From an optimization exercise on the open Yosys and OpenROAD flow, aimed at small area; shortcuts taken in it are not production practice.
Only simulation tests tie the RTL to the original design; equivalence was not proved.
Power figures rest on the tool's default switching activity, not on a simulated workload.

==> inputs of run H <==
==> flow/design.v <==
package dcm_ctrl_pkg;
  localparam int NUM_CH      = 6;
  localparam int POS_W       = 24;
  localparam int CTRL_BASE   = 64;
  localparam int CH_STRIDE   = 4;
  localparam int ST_BYTES    = NUM_CH * CH_STRIDE;   
  localparam int CTRL_END    = CTRL_BASE + ST_BYTES;  
  localparam int RINGS       = 5;
endpackage
import dcm_ctrl_pkg::*;
module dcm_channel
(
  input  logic             clk,
  input  logic             reset,
  input  logic             run_i,       
  input  logic             pulse_i,
  input  logic             fault_i,
  input  logic             otw_i,
  input  logic             wr_en_i,
  input  logic [1:0]       wr_idx_i,
  input  logic [7:0]       wr_data_i,   
  input  logic             snap_i,
  input  logic [7:0]       speed_i,
  input  logic [POS_W-1:0] target_i,
  input  logic [7:0]       pwm_cnt_i,
  output logic [31:0]      snap_o,      
  output logic             left_o,
  output logic             right_o,
  output logic             fault_o
);
  logic [2:0] pulse_q;
  logic [1:0] fault_s_q, otw_s_q, dir_q;
  logic fault_q, otw_q, at, drive, pwm, rise, wf;
  logic [3:0] hi_q;
  logic [POS_W-1:0] pos_q, cnt, err;
  logic [POS_W-1:0] s_pos_q;
  logic s_fault_q, s_otw_q, s_at_q;
  logic [POS_W-1:0] eq, tgl;
  logic [POS_W:0] brw, c;
  logic [8:0] lt;
  always_comb begin
    eq = ~(target_i ^ pos_q);
    brw[0] = 1'b0;
    for (int i = 0; i < POS_W; i++) brw[i+1] = eq[i] ? brw[i] : pos_q[i];
    err[POS_W-1] = ~eq[POS_W-1] ^ brw[POS_W-1];
    err[POS_W-2:0] = '0;
    at = &eq;
    drive = |speed_i && !fault_q && !at;
    lt[0] = 1'b0;
    for (int i = 0; i < 8; i++) lt[i+1] = (pwm_cnt_i[i] ^ speed_i[i]) ? speed_i[i] : lt[i];
    pwm = lt[8];
    right_o = run_i & drive & ~err[POS_W-1] & pwm;
    left_o = run_i & drive & err[POS_W-1] & pwm;
    rise = pulse_q[1] & ~pulse_q[2];
    c[0] = rise & dir_q[1];
    for (int i = 0; i < POS_W; i++) c[i+1] = c[i] & ~(pos_q[i] ^ dir_q[0]);
    tgl = c[POS_W-1:0];
    cnt = pos_q ^ tgl;
    wf = wr_en_i && wr_idx_i == 2'd0;
    fault_o = fault_q;
    snap_o = {hi_q, |speed_i & ~s_fault_q & ~s_at_q, s_at_q, s_otw_q, s_fault_q, s_pos_q};
  end
  logic rs, wf_r;
  logic [3:1] wp_r;
  assign rs = ~reset;
  assign wf_r = wf | rs;
  always_comb
    for (int k = 1; k < 4; k++) wp_r[k] = (wr_en_i && wr_idx_i == 2'(k)) | rs;
  always_ff @(posedge clk or negedge reset) begin
    if (!reset) begin
      fault_s_q <= '0;
      otw_s_q <= '0;
    end else begin
      fault_s_q <= {fault_s_q[0], fault_i};
      otw_s_q <= {otw_s_q[0], otw_i};
    end
  end
  always_ff @(posedge clk) begin
    pulse_q <= {pulse_q[1:0], pulse_i};
    if (drive || rs) dir_q <= {reset, ~err[POS_W-1] & reset};
    fault_q <= (wf_r ? wr_data_i[0] : fault_q) | fault_s_q[1];
    otw_q <= (wf_r ? wr_data_i[1] : otw_q) | otw_s_q[1];
    if (wf_r) hi_q <= wr_data_i[7:4];
    pos_q <= {wp_r[1] ? wr_data_i : cnt[23:16],
              wp_r[2] ? wr_data_i : cnt[15:8],
              wp_r[3] ? wr_data_i : cnt[7:0]};
  end
  always_ff @(posedge clk) begin
    if (snap_i) begin
      s_pos_q <= pos_q;
      s_fault_q <= fault_q;
      s_otw_q <= otw_q;
      s_at_q <= at;
    end
  end
endmodule
import dcm_ctrl_pkg::*;
module dcm_ctrl
(
  input  logic              clk,
  input  logic              reset,
  input  logic              spi_ss,
  input  logic              spi_clk,
  input  logic              spi_mosi,
  output logic              spi_miso,
  output logic [NUM_CH-1:0] motor_left,
  output logic [NUM_CH-1:0] motor_right,
  output logic [NUM_CH-1:0] motor_reset,
  input  logic [NUM_CH-1:0] motor_pulse,
  input  logic [NUM_CH-1:0] motor_fault,
  input  logic [NUM_CH-1:0] motor_otw
);
  logic [1:0] ss_q, mosi_q;
  logic [2:0] sck_q, cnt_q;
  logic [6:0] rx_q, addr_q, pend_a;
  logic [7:0] sh_q, full, rd_byte, wd;
  logic [9:0] pwm_q;   
  logic data_q, rw_q, miso_q, load_q, run_q, ss_s, rise, fall, last, wr_en, snap_en;
  logic pend_q, fill_q, plain_wr;
  logic [3:0] ph;
  logic [127:0] sel;   
  logic [CTRL_END-1:CTRL_BASE][7:0] mem_q;
  logic [RINGS-1:0][15:0][7:0] ring_q;
  logic [7:0] pend_d_q;
  logic [31:0] snap [NUM_CH];
  logic [NUM_CH-1:0] fault;
  assign ss_s = ss_q[1];
  assign rise = sck_q[1] & ~sck_q[2];
  assign fall = ~sck_q[1] & sck_q[2];
  assign full = {rx_q, mosi_q[1]};
  assign last = !ss_s && rise && cnt_q == 3'd7;
  assign wr_en = last && data_q && rw_q;
  assign snap_en = last && !data_q;
  assign spi_miso = miso_q;
  assign motor_reset = fault | {NUM_CH{~run_q}};
  assign ph = pwm_q[3:0];
  function automatic [2:0] ring_of(input [6:0] a);
    ring_of = a[5:4] == 2'b01 ? 3'd4 : {1'b0, a[6], a[4]};
  endfunction
  function automatic [3:0] slot_of(input [6:0] a);
    slot_of = a[5:4] == 2'b01 ? {a[6], a[2:0]} : a[3:0];
  endfunction
  function automatic is_plain(input [6:0] a);
    is_plain = (a >= 7'(ST_BYTES) && a < 7'(CTRL_BASE)) || a >= 7'(CTRL_END);
  endfunction
  always_comb begin
    sel = '0;
    sel[addr_q] = 1'b1;
  end
  logic [2:0] rd_ring;
  logic [3:0] rd_pos;
  logic [15:0] pos_sel;
  logic [RINGS-1:0] ring_sel;
  always_comb begin
    rd_ring = ring_of(addr_q);
    rd_pos = slot_of(addr_q) - ph;
    pos_sel = '0;
    pos_sel[rd_pos] = 1'b1;
    ring_sel = '0;
    if (is_plain(addr_q)) ring_sel[rd_ring] = 1'b1;
    rd_byte = '0;
    for (int i = 0; i < ST_BYTES; i++)
      rd_byte |= {8{sel[i]}} & snap[i / 4][8 * (3 - i % 4) +: 8];
    for (int i = CTRL_BASE; i < CTRL_END; i++)
      rd_byte |= {8{sel[i]}} & mem_q[i];
    for (int r = 0; r < RINGS; r++)
      for (int p = 0; p < 16; p++)
        rd_byte |= {8{ring_sel[r] & pos_sel[p]}} & ring_q[r][p];
  end
  always_ff @(posedge clk or negedge reset) begin
    if (!reset) begin
      ss_q <= 2'b11;
      sck_q <= 3'b111;
      miso_q <= 1'b0;
      pwm_q <= '0;
      run_q <= 1'b0;
      fill_q <= 1'b1;
      pend_q <= 1'b0;
    end else begin
      ss_q <= {ss_q[0], spi_ss};
      sck_q <= {sck_q[1:0], spi_clk};
      miso_q <= ss_s ? 1'b0 : fall ? sh_q[7] : miso_q;
      pwm_q <= pwm_q + 10'd1;
      run_q <= 1'b1;
      if (ph == 4'd15) fill_q <= 1'b0;
      pend_q <= plain_wr || (pend_q && slot_of(pend_a) != ph);
    end
  end
  always_ff @(posedge clk) begin
    mosi_q <= {mosi_q[0], spi_mosi};
    if (ss_s) begin
      cnt_q <= '0;
      data_q <= 1'b0;
      sh_q <= '0;
    end else begin
      if (rise) cnt_q <= cnt_q + 3'd1;
      if (last) data_q <= 1'b1;
      if (fall) sh_q <= {sh_q[6:0], 1'b0};
      else if (load_q) sh_q <= rd_byte;
    end
    if (rise) rx_q <= full[6:0];
    if (last) begin
      addr_q <= data_q ? addr_q + 7'd1 : full[6:0];
      if (!data_q) rw_q <= full[7];
    end
    load_q <= last && (data_q ? !rw_q : !full[7]);
    if (plain_wr) pend_d_q <= full;
  end
  assign wd = full & {8{reset}};
  for (genvar i = CTRL_BASE; i < CTRL_END; i++) begin : g_mem
    always_ff @(posedge clk)
      if (!reset || (wr_en && sel[i])) mem_q[i] <= wd;
  end
  assign plain_wr = wr_en && is_plain(addr_q);
  assign pend_a = addr_q - 7'd1;
  for (genvar r = 0; r < RINGS; r++) begin : g_ring
    always_ff @(posedge clk) begin
      ring_q[r][14:0] <= ring_q[r][15:1];
      if (!reset || fill_q) ring_q[r][15] <= '0;
      else if (pend_q && ring_of(pend_a) == 3'(r) && slot_of(pend_a) == ph) ring_q[r][15] <= pend_d_q;
      else ring_q[r][15] <= ring_q[r][0];
    end
  end
  for (genvar n = 0; n < NUM_CH; n++) begin : g_ch
    dcm_channel u_ch (
      .clk       (clk),
      .reset     (reset),
      .run_i     (run_q),
      .pulse_i   (motor_pulse[n]),
      .fault_i   (motor_fault[n]),
      .otw_i     (motor_otw[n]),
      .wr_en_i   (wr_en && addr_q[6:5] == 2'b00 && addr_q[4:2] == 3'(n)),
      .wr_idx_i  (addr_q[1:0]),
      .wr_data_i (wd),
      .snap_i    (snap_en),
      .speed_i   (mem_q[CTRL_BASE + CH_STRIDE * n]),
      .target_i  ({mem_q[CTRL_BASE + CH_STRIDE * n + 1], mem_q[CTRL_BASE + CH_STRIDE * n + 2],
                   mem_q[CTRL_BASE + CH_STRIDE * n + 3]}),
      .pwm_cnt_i (pwm_q[9:2]),
      .snap_o    (snap[n]),
      .left_o    (motor_left[n]),
      .right_o   (motor_right[n]),
      .fault_o   (fault[n])
    );
  end
endmodule
==> flow/flow/run.sh <==
#!/bin/bash
# Own layout flow: the standard ORFS flow (standard.sh) with two changes.
#  - ABC maps for area: the script below replaces ORFS's abc_speed.script (no ABC buffering or
#    sizing; the placer's repair buffers what needs it, and the 10 ns clock leaves ample slack).
#    Only the combinational mapping changes: the registers are ORFS's standard synthesis's own.
#  - CTS without dummy loads, with mid-size clock buffers and larger sink clusters.
#  - The port buffers are the smallest buffer cell.
# Each tool's output goes to a log file in the work folder.
set -euo pipefail
W=$PWD
rm -rf "$W/scripts"
cp -r "$FLOW_HOME/scripts" "$W/scripts"
printf '%s\n' strash dc2 dc2 strash '&get -n' '&deepsyn -T 40' '&dch -f' '&nf -R 1000 -F 8 -C 32' '&put' topo 'stime -c' \
  > "$W/scripts/abc_speed.script"
CTS="-sink_clustering_enable -repair_clock_nets -dont_use_dummy_load"
# every port still gets its own buffer, a small one
PORTS="BUFFER_PORTS_ARGS=-buffer_cell sky130_fd_sc_hd__buf_1"
CTS="$CTS -buf_list sky130_fd_sc_hd__clkbuf_8 -sink_clustering_size 15 -sink_clustering_max_diameter 60"
bash standard.sh SCRIPTS_DIR="$W/scripts" "CTS_ARGS=$CTS" "$PORTS" synth > "$W/synth.log" 2>&1
bash standard.sh SCRIPTS_DIR="$W/scripts" "CTS_ARGS=$CTS" "$PORTS" finish > "$W/layout.log" 2>&1
==> flow/standard.sh <==
#!/bin/bash
# synth_recipe.tcl (not shown) runs the flow's synth.tcl, then flattens the netlist and writes it again
# the make line also repeats each setting of config.mk as NAME=value (left out here)
make -C /OpenROAD-flow-scripts/flow DESIGN_CONFIG=/design/flow/config.mk WORK_HOME=/design/flow/orfs CLKGATE_MAP_FILE= SYNTH_SCRIPT=/design/flow/synth_recipe.tcl "${@:-finish}"
==> flow/config.mk <==
export PLATFORM = sky130hd
export DESIGN_NAME = dcm_ctrl
export DESIGN_NICKNAME = dcm_ctrl
export VERILOG_FILES = /design/flow/design.v
export SDC_FILE = /design/flow/constraint.sdc
export NUM_CORES = 4
export LEC_CHECK = 0
export CAP_MARGIN = 20
export CORE_MARGIN = 2
export CORE_UTILIZATION = 60
export SLEW_MARGIN = 20
==> flow/constraint.sdc <==
create_clock -name core_clock -period 10.0 [get_ports {clk}]
set_input_delay 2.0000 -clock core_clock [delete_from_list [all_inputs] [get_ports {clk}]]
set_output_delay 2.0000 -clock core_clock [all_outputs]
set_load 0.01 [all_outputs]
==> run F (differences from run H) <==
==> flow/flow/run.sh (replaced) <==
#!/bin/bash
# Own layout flow: the standard ORFS flow (standard.sh) with two changes.
#  - ABC maps for area: the script below replaces ORFS's abc_speed.script (no ABC buffering or
#    sizing; the placer's repair buffers what needs it, and the 10 ns clock leaves ample slack).
#    Only the combinational mapping changes: the registers are ORFS's standard synthesis's own.
#  - CTS without dummy loads, with mid-size clock buffers and larger sink clusters.
# Each tool's output goes to a log file in the work folder.
set -euo pipefail
W=$PWD
rm -rf "$W/scripts"
cp -r "$FLOW_HOME/scripts" "$W/scripts"
printf '%s\n' strash dc2 dc2 strash '&get -n' '&deepsyn -T 40' '&dch -f' '&nf -R 1000 -F 8 -C 32' '&put' topo 'stime -c' \
  > "$W/scripts/abc_speed.script"
CTS="-sink_clustering_enable -repair_clock_nets -dont_use_dummy_load"
CTS="$CTS -buf_list sky130_fd_sc_hd__clkbuf_8 -sink_clustering_size 15 -sink_clustering_max_diameter 60"
bash standard.sh SCRIPTS_DIR="$W/scripts" "CTS_ARGS=$CTS" synth > "$W/synth.log" 2>&1
bash standard.sh SCRIPTS_DIR="$W/scripts" "CTS_ARGS=$CTS" finish > "$W/layout.log" 2>&1
CORE_UTILIZATION = 66   (was 60)
==> run A (differences from run H) <==
--- a/flow/design.v
+++ b/flow/design.v
@@ -4,8 +4,6 @@
   localparam int CTRL_BASE   = 64;
   localparam int CH_STRIDE   = 4;
   localparam int ST_BYTES    = NUM_CH * CH_STRIDE;   
-  localparam int CTRL_END    = CTRL_BASE + ST_BYTES;  
-  localparam int RINGS       = 5;
 endpackage
 import dcm_ctrl_pkg::*;
 module dcm_channel
@@ -112,16 +110,12 @@
 );
   logic [1:0] ss_q, mosi_q;
   logic [2:0] sck_q, cnt_q;
-  logic [6:0] rx_q, addr_q, pend_a;
+  logic [6:0] rx_q, addr_q;
   logic [7:0] sh_q, full, rd_byte, wd;
   logic [9:0] pwm_q;   
   logic data_q, rw_q, miso_q, load_q, run_q, ss_s, rise, fall, last, wr_en, snap_en;
-  logic pend_q, fill_q, plain_wr;
-  logic [3:0] ph;
   logic [127:0] sel;   
-  logic [CTRL_END-1:CTRL_BASE][7:0] mem_q;
-  logic [RINGS-1:0][15:0][7:0] ring_q;
-  logic [7:0] pend_d_q;
+  logic [127:ST_BYTES][7:0] mem_q;
   logic [31:0] snap [NUM_CH];
   logic [NUM_CH-1:0] fault;
   assign ss_s = ss_q[1];
@@ -133,39 +127,21 @@
   assign snap_en = last && !data_q;
   assign spi_miso = miso_q;
   assign motor_reset = fault | {NUM_CH{~run_q}};
-  assign ph = pwm_q[3:0];
-  function automatic [2:0] ring_of(input [6:0] a);
-    ring_of = a[5:4] == 2'b01 ? 3'd4 : {1'b0, a[6], a[4]};
-  endfunction
-  function automatic [3:0] slot_of(input [6:0] a);
-    slot_of = a[5:4] == 2'b01 ? {a[6], a[2:0]} : a[3:0];
-  endfunction
-  function automatic is_plain(input [6:0] a);
-    is_plain = (a >= 7'(ST_BYTES) && a < 7'(CTRL_BASE)) || a >= 7'(CTRL_END);
-  endfunction
   always_comb begin
     sel = '0;
     sel[addr_q] = 1'b1;
   end
-  logic [2:0] rd_ring;
-  logic [3:0] rd_pos;
-  logic [15:0] pos_sel;
-  logic [RINGS-1:0] ring_sel;
+  logic [127:0][7:0] rd_src;
+  logic [42:0][7:0] rd_g;
   always_comb begin
-    rd_ring = ring_of(addr_q);
-    rd_pos = slot_of(addr_q) - ph;
-    pos_sel = '0;
-    pos_sel[rd_pos] = 1'b1;
-    ring_sel = '0;
-    if (is_plain(addr_q)) ring_sel[rd_ring] = 1'b1;
+    for (int i = 0; i < ST_BYTES; i++) rd_src[i] = snap[i / 4][8 * (3 - i % 4) +: 8];
+    for (int i = ST_BYTES; i < 128; i++) rd_src[i] = mem_q[i];
+    for (int g = 0; g < 43; g++) begin
+      rd_g[g] = '0;
+      for (int k = 3 * g; k < 3 * g + 3 && k < 128; k++) rd_g[g] |= {8{sel[k]}} & rd_src[k];
+    end
     rd_byte = '0;
-    for (int i = 0; i < ST_BYTES; i++)
-      rd_byte |= {8{sel[i]}} & snap[i / 4][8 * (3 - i % 4) +: 8];
-    for (int i = CTRL_BASE; i < CTRL_END; i++)
-      rd_byte |= {8{sel[i]}} & mem_q[i];
-    for (int r = 0; r < RINGS; r++)
-      for (int p = 0; p < 16; p++)
-        rd_byte |= {8{ring_sel[r] & pos_sel[p]}} & ring_q[r][p];
+    for (int g = 0; g < 43; g++) rd_byte |= rd_g[g];
   end
   always_ff @(posedge clk or negedge reset) begin
     if (!reset) begin
@@ -174,16 +150,12 @@
       miso_q <= 1'b0;
       pwm_q <= '0;
       run_q <= 1'b0;
-      fill_q <= 1'b1;
-      pend_q <= 1'b0;
     end else begin
       ss_q <= {ss_q[0], spi_ss};
       sck_q <= {sck_q[1:0], spi_clk};
       miso_q <= ss_s ? 1'b0 : fall ? sh_q[7] : miso_q;
       pwm_q <= pwm_q + 10'd1;
       run_q <= 1'b1;
-      if (ph == 4'd15) fill_q <= 1'b0;
-      pend_q <= plain_wr || (pend_q && slot_of(pend_a) != ph);
     end
   end
   always_ff @(posedge clk) begin
@@ -204,22 +176,11 @@
       if (!data_q) rw_q <= full[7];
     end
     load_q <= last && (data_q ? !rw_q : !full[7]);
-    if (plain_wr) pend_d_q <= full;
   end
   assign wd = full & {8{reset}};
-  for (genvar i = CTRL_BASE; i < CTRL_END; i++) begin : g_mem
+  for (genvar i = ST_BYTES; i < 128; i++) begin : g_mem
     always_ff @(posedge clk)
       if (!reset || (wr_en && sel[i])) mem_q[i] <= wd;
-  end
-  assign plain_wr = wr_en && is_plain(addr_q);
-  assign pend_a = addr_q - 7'd1;
-  for (genvar r = 0; r < RINGS; r++) begin : g_ring
-    always_ff @(posedge clk) begin
-      ring_q[r][14:0] <= ring_q[r][15:1];
-      if (!reset || fill_q) ring_q[r][15] <= '0;
-      else if (pend_q && ring_of(pend_a) == 3'(r) && slot_of(pend_a) == ph) ring_q[r][15] <= pend_d_q;
-      else ring_q[r][15] <= ring_q[r][0];
-    end
   end
   for (genvar n = 0; n < NUM_CH; n++) begin : g_ch
     dcm_channel u_ch (
==> flow/flow/run.sh (replaced) <==
#!/bin/bash
# Own layout flow: the standard ORFS flow (standard.sh) with two changes.
#  - ABC maps for area: the script below replaces ORFS's abc_speed.script (no ABC buffering or
#    sizing; the placer's repair buffers what needs it, and the 10 ns clock leaves ample slack).
#    Only the combinational mapping changes: the registers are ORFS's standard synthesis's own.
#  - CTS without dummy loads, with mid-size clock buffers and larger sink clusters.
# Each tool's output goes to a log file in the work folder.
set -euo pipefail
W=$PWD
rm -rf "$W/scripts"
cp -r "$FLOW_HOME/scripts" "$W/scripts"
printf '%s\n' strash dc2 dc2 strash '&get -n' '&dch -f' '&nf -R 1000 -F 8 -C 32' '&put' topo 'stime -c' \
  > "$W/scripts/abc_speed.script"
CTS="-sink_clustering_enable -repair_clock_nets -dont_use_dummy_load"
CTS="$CTS -buf_list sky130_fd_sc_hd__clkbuf_16 -sink_clustering_size 24 -sink_clustering_max_diameter 80"
bash standard.sh SCRIPTS_DIR="$W/scripts" "CTS_ARGS=$CTS" synth > "$W/synth.log" 2>&1
bash standard.sh SCRIPTS_DIR="$W/scripts" "CTS_ARGS=$CTS" finish > "$W/layout.log" 2>&1
==> results by group <==
Run status
  – Outcome: timing/DRC/antenna clean

Critical path
  – FF-to-FF Start: addr_q[0]
  – Worst EP required: 10.54 ns

Pwr
  – Clk pwr: about 2800 uW
  – Sequential share of power: 65.1%
  – Power density over the cells: between 150 and 200 mW/mm^2

GRT
  – Vias in the first global route: about 37000

Timing
  – Tcrit/Tclk final: between 70% and 80%

Drt
  – WL met1: between 70000 and 80000 um

Synth
  – Async S/R FF share, synth: around 3.2%
# the run above: run A

==> results by group <==
Critical path
  – CP Data Arrival Time: roughly 4.5 ns
  – CP Cell Sequence: clkinv_1 -> maj3_1 -> maj3_1 -> maj3_1 -> o21ai_0 -> a21oi_1 -> a221oi_1 -> or3b_1 -> nor2_1 -> clkdlybuf4s50_1
  – Crit Path Class: register to output port
  – Worst EP required: 8.00 ns

Pwr
  – Power density over the cells: about 170 mW/mm^2
  – Sequential share of power: 66.7%
  – Clk pwr share: between 20% and 30%

Run status
  – Outcome: timing/DRC/antenna clean

Timing
  – Tcrit/Tclk final: between 60% and 70%

Synth
  – Async S/R FF share, synth: under 10%

Final layout
  – Buffers, non-clock: around 160

CTS
  – CTS clk-pin slew, worst paths: ~0.10 ns

Drt
  – WL met1: around 59000 um
# the run above: run F

==> results by group <==
Pwr
  – Power density over the cells: 173 mW/mm^2
  – Clk pwr: ~2500 uW
  – Gate power share: 3.7%

GRT
  – Largest net degree at the start of global routing: 69
  – Vias in the first global route: 35000

Run status
  – Outcome: timing/DRC/antenna clean

Timing
  – Tcrit/Tclk final: 66.1%

Synth
  – Async S/R FF share, synth: under 10%
  – Synthesized Nets: ~3800
  – Synthesized cell area: about 0.045 mm^2

Critical path
  – Worst EP required: approximately 11 ns
  – FF-to-FF Start: addr_q[0]
# the run above: run H

[static timing again, ports no longer ideal]
The results above use ideal ports. As a check the final layouts listed here were re-extracted and re-timed, cells and wires unchanged.
Step 1: set_driving_cell puts a clkbuf_16 on clk and a buf_2 on each other input, an assumption about the parent block.
Step 2 also shifts input and output timing later by t, the mid clock arrival at the registers, as if the neighbouring blocks saw the same clock.
a / b / c = ideal ports / drivers / drivers and shift; a / b = the first two.
run	t, ns	slack for setup (ns)	worst register clock-pin slew, ns
run H	0.812	3.386 / 3.386 / 3.386	0.11 / 0.11
run F	0.839	3.495 / 3.426 / 3.867	0.11 / 0.11
run A	0.707	2.048 / 2.048 / 2.048	0.10 / 0.10
After both steps setup and hold are still met in every run listed.
